This design comes from an exercise in tuning for a short achievable clock period and few clock cycles per item on the open sky130 flow, not from production work. Function was checked by simulation only, so behaviour that the tests miss may differ from the original. The clock input has no modelled driver; a real chip could not lean on it and would need a root buffer or a full tree. Power is estimated from default activity; no workload was simulated.

// framebuffer_center_or_nn_scale_addr_top
module framebuffer_center_or_nn_scale_addr_top #(
    parameter int unsigned MAX_CANVAS_DIM = 1024
) (
    input  logic        clk,
    input  logic        rst_n,
    input  logic        psel,
    input  logic        penable,
    input  logic        pwrite,
    input  logic [4:0]  paddr,
    input  logic [31:0] pwdata,
    output logic [31:0] prdata,
    output logic        pready,
    input  logic        req_valid,
    output logic        req_ready,
    input  logic        buffer_select,
    output logic        rsp_valid,
    input  logic        rsp_ready,
    output logic        status,
    output logic [19:0] source_index,
    output logic [19:0] dest_index,
    output logic        frame_last,
    output logic [31:0] control_word
);
    logic               cfg_ok, close_evt, clr_evt, rej, fits;
    logic [FsizeW-1:0]  fsize;
    logic [DimW-1:0]    wlim1, hlim1, djump, wdim;
    logic [DimW+1:0]    w3;
    logic [DimW+2:0]    w5;
    logic [IdxW-1:0]    drel0, srow0;
    logic [AccW-1:0]    cstep_e, cacc0, rstep_e, racc0;
    logic               a_valid, a_bsel, rsp_pop;
    assign pready = 1'b1;
    fbnn_cfg #(
        .MAX_CANVAS_DIM(MAX_CANVAS_DIM)
    ) u_cfg (
        .clk       (clk),
        .rst_n     (rst_n),
        .psel      (psel),
        .penable   (penable),
        .pwrite    (pwrite),
        .paddr     (paddr),
        .pwdata    (pwdata),
        .prdata    (prdata),
        .cfg_ok    (cfg_ok),
        .close_evt (close_evt),
        .clr_evt   (clr_evt),
        .rej       (rej),
        .fits      (fits),
        .fsize     (fsize),
        .wlim1     (wlim1),
        .hlim1     (hlim1),
        .djump     (djump),
        .drel0     (drel0),
        .srow0     (srow0),
        .cstep_e   (cstep_e),
        .cacc0     (cacc0),
        .rstep_e   (rstep_e),
        .racc0     (racc0),
        .wdim      (wdim),
        .w3        (w3),
        .w5        (w5)
    );
    fbnn_front u_front (
        .clk           (clk),
        .rst_n         (rst_n),
        .req_valid     (req_valid),
        .req_ready     (req_ready),
        .buffer_select (buffer_select),
        .block         ((psel && pwrite) || close_evt),
        .cfg_ok        (cfg_ok),
        .rsp_pop       (rsp_pop),
        .a_valid       (a_valid),
        .a_bsel        (a_bsel)
    );
    fbnn_back u_back (
  ...
For scale: roughly 4200 cells after synthesis, roughly 150 I/O pins, about 0.049 mm^2 of cells after synthesis.
==> flow/config.mk <==
export PLATFORM = sky130hd
export DESIGN_NAME = framebuffer_center_or_nn_scale_addr_top
export DESIGN_NICKNAME = framebuffer_center_or_nn_scale_addr_top
export VERILOG_FILES = /design/flow/design.v
export SDC_FILE = /design/flow/constraint.sdc
export NUM_CORES = 4
export LEC_CHECK = 0
export ABC_CLOCK_PERIOD_IN_PS = 2700
export CAP_MARGIN = 20
export CORE_MARGIN = 2
export CORE_UTILIZATION = 65
export SLEW_MARGIN = 20
==> flow/constraint.sdc <==
create_clock -name core_clock -period 10.0 [get_ports {clk}]
set_input_delay 2.0000 -clock core_clock [delete_from_list [all_inputs] [get_ports {clk}]]
set_output_delay 2.0000 -clock core_clock [all_outputs]
set_load 0.01 [all_outputs]
standard.sh (not shown) runs the stock make flow with config.mk's settings and CLKGATE_MAP_FILE= SYNTH_SCRIPT=/design/flow/synth_recipe.tcl, a recipe that flattens the netlist after the stock synthesis.
==> flow/flow/run.sh <==
#!/bin/bash
# Standard ORFS layout with two changes:
#  - timing repair aims at a shorter period than the clock's (repair_timing's
#    setup margin, from flow/margin.txt);
#  - the clock tree is a balanced two-level buffer tree built by
#    flow/clock_tree.tcl in place of TritonCTS (hooked in as PRE_CTS_TCL).
# All make/OpenROAD output goes to make.log; ORFS keeps per-step logs under orfs/logs.
set -euo pipefail
HERE=$(pwd)
MARGIN=$(cat flow/margin.txt)
bash standard.sh SETUP_SLACK_MARGIN=$MARGIN PRE_CTS_TCL=$HERE/flow/clock_tree.tcl finish > make.log 2>&1
Other scripts of this flow, unchanged in this note and not shown: flow/flow/clock_tree.tcl, flow/flow/margin.txt
Testbench counts at the start, summed over its fixed seeds: cycles 694,532, items 693,268.
Edit:
--- a/flow/flow/run.sh
+++ b/flow/flow/run.sh
@@ -2 +2 @@
-# Standard ORFS layout with two changes:
+# Standard ORFS layout with these changes:
@@ -4,0 +5,2 @@
+#  - before clock tree synthesis, each flip-flop that only drives an output
+#    port's buffer is moved next to that buffer (flow/io_pull.tcl);
@@ -6 +8,2 @@
-#    flow/clock_tree.tcl in place of TritonCTS (hooked in as PRE_CTS_TCL).
+#    flow/clock_tree.tcl in place of TritonCTS.
+# Both scripts run in the CTS step through its PRE_CTS_TCL hook (pre_cts.tcl).
@@ -11 +14 @@
-bash standard.sh SETUP_SLACK_MARGIN=$MARGIN PRE_CTS_TCL=$HERE/flow/clock_tree.tcl finish > make.log 2>&1
+bash standard.sh SETUP_SLACK_MARGIN=$MARGIN PRE_CTS_TCL=$HERE/flow/pre_cts.tcl finish > make.log 2>&1
==> flow/flow/io_pull.tcl (new file) <==
# Move each flip-flop that drives an output port's buffer (and nothing else)
# next to that buffer, so the flip-flop's output wire is short; the buffer
# then drives the wire to the pin. Detailed placement legalizes afterwards.
set iop_block [ord::get_db_block]
set iop_core [$iop_block getCoreArea]
set iop_cx [expr {([$iop_core xMin] + [$iop_core xMax]) / 2}]
set iop_cy [expr {([$iop_core yMin] + [$iop_core yMax]) / 2}]
set iop_moved 0
foreach bterm [$iop_block getBTerms] {
  if {[$bterm getIoType] ne "OUTPUT"} { continue }
  set net [$bterm getNet]
  if {$net eq "NULL"} { continue }
  set buf ""
  foreach it [$net getITerms] { if {[$it isOutputSignal]} { set buf [$it getInst] } }
  if {$buf eq ""} { continue }
  set bin ""
  foreach it [$buf getITerms] { if {[$it isInputSignal]} { set bin $it } }
  if {$bin eq ""} { continue }
  set n2 [$bin getNet]
  if {$n2 eq "NULL"} { continue }
  set drv ""; set nl 0
  foreach it [$n2 getITerms] { if {[$it isOutputSignal]} { set drv [$it getInst] } else { incr nl } }
  if {$drv eq "" || $nl != 1} { continue }
  if {![string match "*__df*" [[$drv getMaster] getName]]} { continue }
  lassign [$buf getLocation] bx by
  set w [[$drv getMaster] getWidth]
  set x [expr {$bx < $iop_cx ? $bx + [[$buf getMaster] getWidth] : $bx - $w}]
  $drv setLocation $x $by
  incr iop_moved
}
puts "io_pull: moved $iop_moved output flip-flops next to their port buffers"
==> flow/flow/pre_cts.tcl (new file) <==
# Hook for the CTS step: place output flip-flops, then build the clock tree.
set pre_cts_dir [file dirname [info script]]
source [file join $pre_cts_dir io_pull.tcl]
source [file join $pre_cts_dir clock_tree.tcl]
Outcome: Via count is higher by about 1%; power grows by about 2%; sequential cell count stays the same; clock skew grows by 0.0040 ns; worst setup slack improves by 0.059 ns; wire length goes up by 2.5%; die area is unchanged; synthesized area does not change; utilization went up by 0.78 points; clock power is about the same; combinational power grows by about 6%.
In every run of this note, the design's own scripts or RTL, not TritonCTS, make the clock network.

## static timing again, ports no longer ideal
In the flow no input, the clock included, has a driving cell. The finished layouts below were timed again as built, in two steps.
Step 1 sets driving cells, clkbuf_16 on the clock port and buf_2 on the other inputs (assumed; they add their load-dependent delay and slew).
Step 2, shift: input delay + t, output delay - t, t = (earliest + latest rising clock arrival at the registers) / 2. This alone moves slack from input paths to output paths.
Three values: ideal ports, drivers, drivers and shift; two values: the first two.
run | shift t [ns] | setup slack, ns | worst setup path after step 2 | latest minus earliest clock arrival (ns) | cell pins on the clock port's net
the first run | 0.568 | 7.047 / 6.888 / 6.857 | input to register | 0.023 / 0.023 | 4
the second run | 0.565 | 7.106 / 6.945 / 6.770 | input to register | 0.030 / 0.030 | 4
After both steps every run listed still meets setup and hold. The setup slack of the second run, which loses most, moves by -0.161 ns with the drivers and by -0.336 ns with both steps.
